Background: an optimization exercise with open tools, aiming at small area, a short achievable clock period and few clock cycles per item. Do not read the settings as production practice. For this run, only the layout was checked, not whether the RTL still works. No activity file was given, so power comes from the tool's default toggle rates.

===== flow/design.v =====
`timescale 1ns / 1ps
module tti_cfg (
	input  logic              clk,
	input  logic              arst_n,
	input  logic              cfg_valid,
	output logic              cfg_ready,
	input  logic [1:0]        cfg_index,
	input  logic [63:0]       cfg_data,
	output logic [15:0][7:0]  alpha,
	output logic [4:0]        radix,
	output logic [1:0]        written,
	output logic              cfg_fire
);
	logic [15:0][7:0] alpha_q;
	assign cfg_ready = 1'b1;
	assign cfg_fire  = cfg_valid;
	always_ff @(posedge clk) begin
		if (cfg_valid && (cfg_index == 2'd0))
			for (int k = 0; k < 8; k++) alpha_q[k] <= cfg_data[8*k +: 8];
		if (cfg_valid && (cfg_index == 2'd1))
			for (int k = 0; k < 8; k++) alpha_q[8+k] <= cfg_data[8*k +: 8];
	end
	always_ff @(posedge clk or negedge arst_n) begin
		if (!arst_n) begin
			radix   <= '0;
			written <= '0;
		end else if (cfg_valid) begin
			if (cfg_index == 2'd0) written[0] <= 1'b1;
			if (cfg_index == 2'd1) written[1] <= 1'b1;
			if (cfg_index == 2'd2) radix <= cfg_data[4:0];
		end
	end
	assign alpha = alpha_q;
endmodule
`timescale 1ns / 1ps
module tti_parse (
	input  logic              clk,
	input  logic              arst_n,
	input  logic              chars_valid,
	output logic              chars_ready,
	input  logic [7:0]        chars_ch,
	output logic              result_valid,
	input  logic              result_ready,
	output logic [31:0]       result_value,
	output logic              result_base_ok,
	input  logic [15:0][7:0]  alpha,
	input  logic [4:0]        radix,
	input  logic [1:0]        written,
	input  logic              cfg_fire
);
	localparam logic [1:0] PH_SPACE = 2'd0;
	localparam logic [1:0] PH_SIGN  = 2'd1;
	localparam logic [1:0] PH_DIGIT = 2'd2;
	localparam logic [1:0] PH_STOP  = 2'd3;
	logic       busy_q;      
	logic [3:0] row_q;       
	logic       bad_q;       
	logic       ok_q;        
	logic       c_v;         
	logic       c_row;       
	logic       c_last;      
	logic [7:0] c_ch;
	logic [1:0] ph_q;
	logic       neg_q;
	logic       hd_q;        
	logic       a_v;         
	logic       a_term;      
	logic       a_has;       
	logic       a_sgn;       
	logic [4:0] a_r;         
	logic [6:0] a_bm;        
	logic [3:0] a_d;         
	logic       res_q;
	logic        b_fire, a_free, c_free, c_load, c_go;
	logic [15:0] en, match;
	logic [3:0]  idx;
	logic        hit, is_nul, is_space, is_sign, is_minus;
	logic        radix_ok, last_row, row_bad;
	assign radix_ok = (radix >= 5'd2) && (radix <= 5'd16);
	assign last_row = ({1'b0, row_q} + 5'd1 == radix) || (row_q == 4'd15);
	assign b_fire      = a_v && !(a_term && res_q);
	assign a_free      = !a_v || b_fire;
	assign c_free      = !c_v || a_free;
	assign c_go        = c_v && a_free;
	assign chars_ready = c_free && !busy_q;
	assign c_load      = c_free || busy_q;
	always_ff @(posedge clk) begin
		if (c_load) begin
			c_ch <= busy_q ? alpha[row_q] : chars_ch;
		end
	end
	always_comb begin
		for (int k = 0; k < 16; k++) begin
			en[k]    = c_row ? (4'(k) < row_q - 4'd1) : (5'(k) < radix);
			match[k] = en[k] && (alpha[k] == c_ch);
		end
		idx = '0;
		for (int k = 0; k < 16; k++)
			if (match[k]) idx = idx | 4'(k);
	end
	assign hit      = |match;
	assign is_nul   = (c_ch == 8'h00);
	assign is_space = ((c_ch >= 8'h09) && (c_ch <= 8'h0D)) || (c_ch == 8'h20);
	assign is_sign  = (c_ch == 8'h2B) || (c_ch == 8'h2D);
	assign is_minus = (c_ch == 8'h2D);
	assign row_bad  = hit || is_nul || is_space || is_sign;
	always_ff @(posedge clk or negedge arst_n) begin
		if (!arst_n) begin
			busy_q <= 1'b0;
			row_q  <= '0;
			bad_q  <= 1'b0;
			ok_q   <= 1'b0;
			c_v    <= 1'b0;
			c_row  <= 1'b0;
			c_last <= 1'b0;
		end else begin
			if (c_load)
				c_v <= chars_valid && !busy_q;
			c_row  <= busy_q && !cfg_fire;
			c_last <= last_row;
			if (cfg_fire) begin
				busy_q <= 1'b1;
				row_q  <= '0;
				bad_q  <= 1'b0;
				ok_q   <= 1'b0;
			end else begin
				if (busy_q) begin
					row_q <= row_q + 4'd1;
					if (last_row)
						busy_q <= 1'b0;
				end
				if (c_row) begin
					bad_q <= bad_q || row_bad;
					if (c_last)
						ok_q <= !bad_q && !row_bad && radix_ok && written[0] && ((radix <= 5'd8) || written[1]);
				end
			end
		end
	end
	logic       dig_op;
	logic [1:0] ph_n;
	logic       neg_n, hd_n;
	always_comb begin
		dig_op = 1'b0;
		ph_n   = ph_q;
		neg_n  = neg_q;
		hd_n   = hd_q;
		if (is_nul) begin
			ph_n  = PH_SPACE;
			neg_n = 1'b0;
			hd_n  = 1'b0;
		end else if ((ph_q == PH_SPACE) && is_space) begin
		end else if (((ph_q == PH_SPACE) || (ph_q == PH_SIGN)) && is_sign) begin
			ph_n  = PH_SIGN;
			neg_n = neg_q ^ is_minus;
		end else if (ph_q != PH_STOP) begin
			if (hit && ok_q) begin
				dig_op = 1'b1;
				ph_n   = PH_DIGIT;
				hd_n   = 1'b1;
			end else begin
				ph_n = PH_STOP;
			end
		end
	end
	always_ff @(posedge clk or negedge arst_n) begin
		if (!arst_n) begin
			ph_q  <= PH_SPACE;
			neg_q <= 1'b0;
			hd_q  <= 1'b0;
			a_v   <= 1'b0;
		end else begin
			if (c_go) begin
				ph_q  <= ph_n;
				neg_q <= neg_n;
				hd_q  <= hd_n;
			end
			if (a_free)
				a_v <= c_v;
		end
	end
	function automatic logic [6:0] booth(input logic [4:0] r);
		logic       c0, c1;
		logic [2:0] r1;
		c0 = (r[1:0] == 2'd3);
		r1 = r[4:2] + {2'b0, c0};
		c1 = (r1[1:0] == 2'd3);
		booth = {r1[2] | c1,
		         (r1[1:0] == 2'd1) | c1, (r1[1:0] == 2'd2), c1,
		         (r[1:0] == 2'd1) | c0, (r[1:0] == 2'd2), c0};
	endfunction
	logic [4:0] r_n;
	assign r_n = !(c_v && dig_op) ? 5'd1 : ((ph_q == PH_DIGIT) ? radix : 5'd0);
	always_ff @(posedge clk) begin
		if (a_free) begin
			a_term <= is_nul;
			a_has  <= hd_q;
			a_sgn  <= neg_q;
			a_r    <= r_n;
			a_bm   <= booth(r_n);
			a_d    <= (c_v && dig_op) ? idx : 4'd0;
		end
	end
	localparam int NB = 8;
	logic [31:0]   sum_q;
	logic [NB-1:1] cy_q;
	logic          q2, one1, two1, neg1, one0, two0, neg0;
	logic [31:0]   b0, b1, qr, cr, r0, r1, r2, r3;
	logic [31:0]   s1, k1, s2, k2;
	logic [31:0]   sum_n;
	logic [NB-1:1] cy_n;
	logic [31:0]   cy_vec;
	logic [31:0]   out_q;
	assign {q2, one1, two1, neg1, one0, two0, neg0} = a_bm;
	assign b0 = ((sum_q & {32{one0}}) | ({sum_q[30:0], 1'b0} & {32{two0}})) ^ {32{neg0}};
	assign b1 = {((sum_q[29:0] & {30{one1}}) | ({sum_q[28:0], 1'b0} & {30{two1}})) ^ {30{neg1}}, 2'b0};
	assign qr = {sum_q[27:0] & {28{q2}}, 4'b0};
	always_comb begin
		cr = '0;
		for (int b = 1; b < NB; b++)
			for (int i = 0; i < 5; i++)
				if (4 * b + i < 32)
					cr[4*b+i] = cr[4*b+i] | (cy_q[b] & a_r[i]);
	end
	assign r0 = b0;
	assign r1 = {b1[31:2], a_d[1:0]};
	assign r2 = {qr[31:4], a_d[3:2], 1'b0, neg0};
	assign r3 = {cr[31:4], 1'b0, neg1, 2'b0};
	assign s1 = r0 ^ r1 ^ r2;
	assign k1 = {(r0[30:0] & r1[30:0]) | (r0[30:0] & r2[30:0]) | (r1[30:0] & r2[30:0]), 1'b0};
	assign s2 = s1 ^ k1 ^ r3;
	assign k2 = {(s1[30:0] & k1[30:0]) | (s1[30:0] & r3[30:0]) | (k1[30:0] & r3[30:0]), 1'b0};
	always_comb begin
		logic [4:0] t;
		for (int b = 0; b < NB; b++) begin
			t = {1'b0, s2[4*b +: 4]} + {1'b0, k2[4*b +: 4]};
			sum_n[4*b +: 4] = t[3:0];
			if (b < NB - 1)
				cy_n[b+1] = t[4];
		end
	end
	always_ff @(posedge clk) begin
		sum_q <= sum_n;
		cy_q  <= cy_n;
	end
	always_comb begin
		cy_vec = '0;
		for (int b = 1; b < NB; b++) cy_vec[4*b] = cy_q[b];
	end
	always_ff @(posedge clk) begin
		if (a_v && a_term && !res_q)
			out_q <= ((sum_q ^ {32{a_sgn}}) + (cy_vec ^ {32{a_sgn}}) + {30'd0, a_sgn, 1'b0}) & {32{a_has}};
	end
	always_ff @(posedge clk or negedge arst_n) begin
		if (!arst_n)
			res_q <= 1'b0;
		else if (a_v && a_term && !res_q)
			res_q <= 1'b1;
		else if (result_ready)
			res_q <= 1'b0;
	end
	assign result_valid   = res_q;
	assign result_value   = out_q;
	assign result_base_ok = ok_q;
endmodule
`timescale 1ns / 1ps
module text_to_integer_any_base_top (
	input  logic                      clk,
	input  logic                      arst_n,
	input  logic                      chars_valid,
	output logic                      chars_ready,
	input  logic [7:0]                chars_ch,
	output logic                      result_valid,
	input  logic                      result_ready,
	output logic signed [31:0]        result_value,
	output logic                      result_base_ok,
	input  logic                      cfg_valid,
	output logic                      cfg_ready,
	input  logic [1:0]                cfg_index,
	input  logic [63:0]               cfg_data
);
	logic [15:0][7:0] alpha;
	logic [4:0]       radix;
	logic [1:0]       written;
	logic             cfg_fire;
	tti_cfg u_cfg (
		.clk       (clk),
		.arst_n    (arst_n),
		.cfg_valid (cfg_valid),
		.cfg_ready (cfg_ready),
		.cfg_index (cfg_index),
		.cfg_data  (cfg_data),
		.alpha     (alpha),
		.radix     (radix),
		.written   (written),
		.cfg_fire  (cfg_fire)
	);
	tti_parse u_parse (
		.clk            (clk),
		.arst_n         (arst_n),
		.chars_valid    (chars_valid),
		.chars_ready    (chars_ready),
		.chars_ch       (chars_ch),
		.result_valid   (result_valid),
		.result_ready   (result_ready),
		.result_value   (result_value),
		.result_base_ok (result_base_ok),
		.alpha          (alpha),
		.radix          (radix),
		.written        (written),
		.cfg_fire       (cfg_fire)
	);
endmodule

===== flow/constraint.sdc =====
create_clock -name core_clock -period 7.0 [get_ports {clk}]
set_input_delay 1.4000 -clock core_clock [delete_from_list [all_inputs] [get_ports {clk}]]
set_output_delay 1.4000 -clock core_clock [all_outputs]
set_load 0.01 [all_outputs]

===== flow/config.mk =====
export PLATFORM = sky130hd
export DESIGN_NAME = text_to_integer_any_base_top
export DESIGN_NICKNAME = text_to_integer_any_base_top
export VERILOG_FILES = /design/flow/design.v
export SDC_FILE = /design/flow/constraint.sdc
export NUM_CORES = 4
export LEC_CHECK = 0
export CAP_MARGIN = 20
export CORE_MARGIN = 2
export CORE_UTILIZATION = 40
export SETUP_SLACK_MARGIN = 3.5
export SLEW_MARGIN = 20

===== flow/run.sh =====
#!/bin/bash
# synth_recipe.tcl (not shown) runs the flow's synth.tcl, then flattens the netlist and writes it again
# the make line also repeats each setting of config.mk as NAME=value (left out here)
make -C /OpenROAD-flow-scripts/flow DESIGN_CONFIG=/design/flow/config.mk WORK_HOME=/design/flow/orfs CLKGATE_MAP_FILE= SYNTH_SCRIPT=/design/flow/synth_recipe.tcl finish

==> run summary <==
cell families (layout without fill, tap and decap cells):
logic type	after synthesis	count (layout)	synth area share
and+or+nand+nor	300	300	0.0924
xor gates and xnor gates	284	284	0.146
AOI/OAI and AO/OA	228	228	0.0929
other	1	1	0.000221
DFF	249	249	0.410
muxes	59	59	0.0653
buffers and inverters	201	378	0.0484
adders and majority gates	157	157	0.144
timing repair:
item / 4_1_cts / 5_1_grt
cloned: 2 / 2
resized for setup: 24 / 64
endpoints found under the setup margin: 58 / 37
pin swaps: 5 / 41
setup buffers: 26 / 50
synth_stat cells (39+ instances only):
library cell  instances  share of area
edfxtp_1            187           0.33
a21oi_1              46          0.014
xor2_1              103          0.053
nand2_1              54          0.012
mux4_2               40          0.053
xnor2_1             181          0.093
a22oi_1              62          0.027
inv_1               120          0.026
dfxtp_1              39          0.046
fa_1                 65          0.077
nor2_1               75          0.017
ha_1                 92          0.068
stage by stage:
stage | instances | power, uW | hold WS (ps)
2_1_floorplan | 1479 | 2740 | 425
3_3_place_gp | 2065 | 3020 | 455
3_5_place_dp | 2065 | 3030 | 459
4_1_cts | 2143 | 4640 | 475
5_1_grt | 2195 | 4970 | 493
6_report | 2195 | 4780 | 477
layer usage:
metal	vias to the layer above	part of all wire
met5	-	0
met4	0	0.049
met3	117	0.043
met2	420	0.51
met1	5988	0.40
li1	5557	-
sequential cells by signal (all words and copies together), names as in the netlist, 2 cells and up:
register and cells:
u_parse.a_r 5, u_parse.cy_q 7, u_parse.a_d 4, u_cfg.alpha_q 128, u_cfg.written 2, u_parse.ph_q 2
u_parse.a_bm 7, u_parse.row_q 4, u_parse.sum_q 32, u_parse.out_q 32, u_cfg.radix 5, u_parse.c_ch 8
cell type report:
| class | count | area [sq um] | share of cell area |
|---|---|---|---|
| multi-input cells | 1029 | 9650 | 0.466 |
| flip-flops and latches | 249 | 6990 | 0.337 |
| repair buffers | 206 | 2020 | 0.0977 |
| clock buffers | 36 | 783 | 0.0378 |
| well taps | 539 | 674 | 0.0325 |
| inverters | 122 | 460 | 0.0222 |
| clock inverters | 14 | 133 | 0.00640 |
critical path, delay by kind of cell, from the launching register on:
kind	cells	cell delay (ps)
AO/OA/AOI/OAI	1	240
XOR/XNOR	1	180
adder cells (fa/ha/maj)	2	440
buffers and inverters	1	260
flip-flops	1	530
multiplexers	1	70
AND/OR/NAND/NOR	8	1600
worst paths after layout:
check,cells past startpoint,start,endpoint,slack (ps)
min reg2reg,1,u_cfg.written[0],u_cfg.written[0],480
max,14,u_parse.c_ch[6],u_parse.a_bm[6],3400
min,1,u_cfg.written[0],u_cfg.written[0],480
max reg2reg,14,u_parse.c_ch[6],u_parse.a_bm[6],3400
max in group asynchronous,1,arst_n,u_parse.row_q[0],5710
min in group asynchronous,1,arst_n,u_parse.a_v,810
where the power goes:
part | internal [uW] | total, uW | leakage, uW | switching [uW]
combinational | 736 | 1520 | 0.00509 | 781
clock | 831 | 1470 | 0.000440 | 637
sequential | 1680 | 1790 | 0.00230 | 111
total | 3250 | 4780 | 0.00783 | 1530
==> flow_summary.json <==
{
  "antennaDiodeCount": 0,
  "p_per_area_mw_per_mm2": 230,
  "arrival_ps": 3920,
  "via_count": 12100,
  "ys_seq_elements": 249,
  "met1_usage": 0.249,
  "clk-insertion-delay-late_ps": 600,
  "vdd_drop_max_mv": 0.209,
  "final_util": 0.494,
  "wl_um": 46000,
  "fill_cells": 3746,
  "synth_ff_type": "edfxtp_1",
  "max_stage_delay_ps": 530,
  "grtUsageMet3": 0.0246,
  "start_util": 0.405,
  "port_buffers": 113,
  "cts_buffers": 28,
  "cp.required_ps": 7310,
  "hold_buffers": 0,
  "grt_pass1_vias": 12300,
  "worst-path-max-fanout": 9,
  "hpwlAfterDp_um": 32400,
  "cts_max_level": 1,
  "period_minus_slack_ps": 3600,
  "fin_area_sq_mm": 0.0207,
  "grt-busiest-layer": "met2",
  "finalSetupViolations": 0,
  "setup_ws_ps": 3400,
  "grt_use_total": 0.205,
  "hold_class": "register to register",
  "overflow": 0,
  "cts_sinks": 249,
  "synthArstFlopShare": 0.0924,
  "route.detailed.drc": 0,
  "drv_cap": 0,
  "layout-drive-gt1-share": 0.170,
  "nNetsFinal": 1872,
  "vias_per_cell": 5.50,
  "max-slew-margin-rel": 0.368,
  "hold_viol": 0,
  "ant_nets": 0,
  "met2_usage": 0.366,
  "grt_max_degree": 66,
  "totalNegativeSetupSlack_ps": 0,
  "area_growth_syn_to_layout_pct": 21.9,
  "max_freq_mhz": 278,
  "netlist_instances": 1479,
  "io_pins": 115,
  "syn-num-nets": 1715,
  "ys_seq_area_frac": 0.410,
  "fp-row-count": 75,
  "status": "no timing/DRC/antenna violations",
  "crit_type": "register to register",
  "place_ws_ps": 2550,
  "place_area_sq_mm": 0.0187,
  "synth_edf_count": 187,
  "die_x_um": 210,
  "final_cell_mix": "187 x edfxtp_1, 178 x xnor2_1, 117 x inv_1, 111 x clkdlybuf4s50_1, 102 x xor2_1",
  "coreArea_sq_mm": 0.0419,
  "syn_avg_cell_area_sq_um": 11.5,
  "dieHeight_um": 210,
  "antenna_found_initial": 0,
  "rsz0062_at_grt": "yes",
  "fin_crit_sh": 0.515,
  "crit_path_end_kind": "register",
  "syn_area_sq_mm": 0.0170,
  "dieArea_sq_mm": 0.0442,
  "final_max_slew_viol_count": 0,
  "worst_pin_slew_ps": 947,
  "leakage_uw": 0.00783,
  "routabilityCongestion": 0.934,
  "synth_cell_type_count": 70,
  "critPathLaunchType": "register",
  "cts_buffer_depth": 3,
  "clk_pin_slew_ps": 70,
  "layout_commonest_cell": "edfxtp_1",
  "slowest_stage": "edfxtp_1",
  "crit_chain": "buf_4 -> xor2_1 -> nor4_1 -> o311a_1 -> or3_1 -> nor3_2 -> nand4_2 -> nand4_1 -> nor3b_2 -> ha_2 -> ha_4 -> and2_4 -> nor2b_2 -> mux2i_1",
  "grt_pass1_wl_um": 69900,
  "root_buffer": "clkbuf_16",
  "skew_ps": 37.5,
  "drt_iter0_drc": 846,
  "firstDrtPassIters": 5,
  "wl_per_cell_um": 21.0,
  "ys_warn_count": 2,
  "cts_tree": "built"
}

==> re-timing with driven ports <==
How much do the figures lean on ideal ports? The routed layout below was timed once more, with nothing changed but the port constraints.
Step 1 (the two cells are an assumption about what drives the block):
set clk [get_ports {clk}]
set_driving_cell -lib_cell sky130_fd_sc_hd__clkbuf_16 $clk
set_driving_cell -lib_cell sky130_fd_sc_hd__buf_2 [delete_from_list [all_inputs] $clk]
Step 2 also shifts input and output timing later by t, the mid clock arrival at the registers, as if the neighbouring blocks saw the same clock.
Three values: no drivers, after step 1, after step 2; two values: the first two.
t, ns: 0.633
slack for setup (ns): 3.398 / 3.398 / 3.148
worst setup path at the end: input to register
worst register clock-pin slew, ns: 0.07 / 0.07
After both steps setup and hold are still met in this run. The setup slack of this run moves by 0.000 ns with the drivers and by -0.250 ns with both steps.
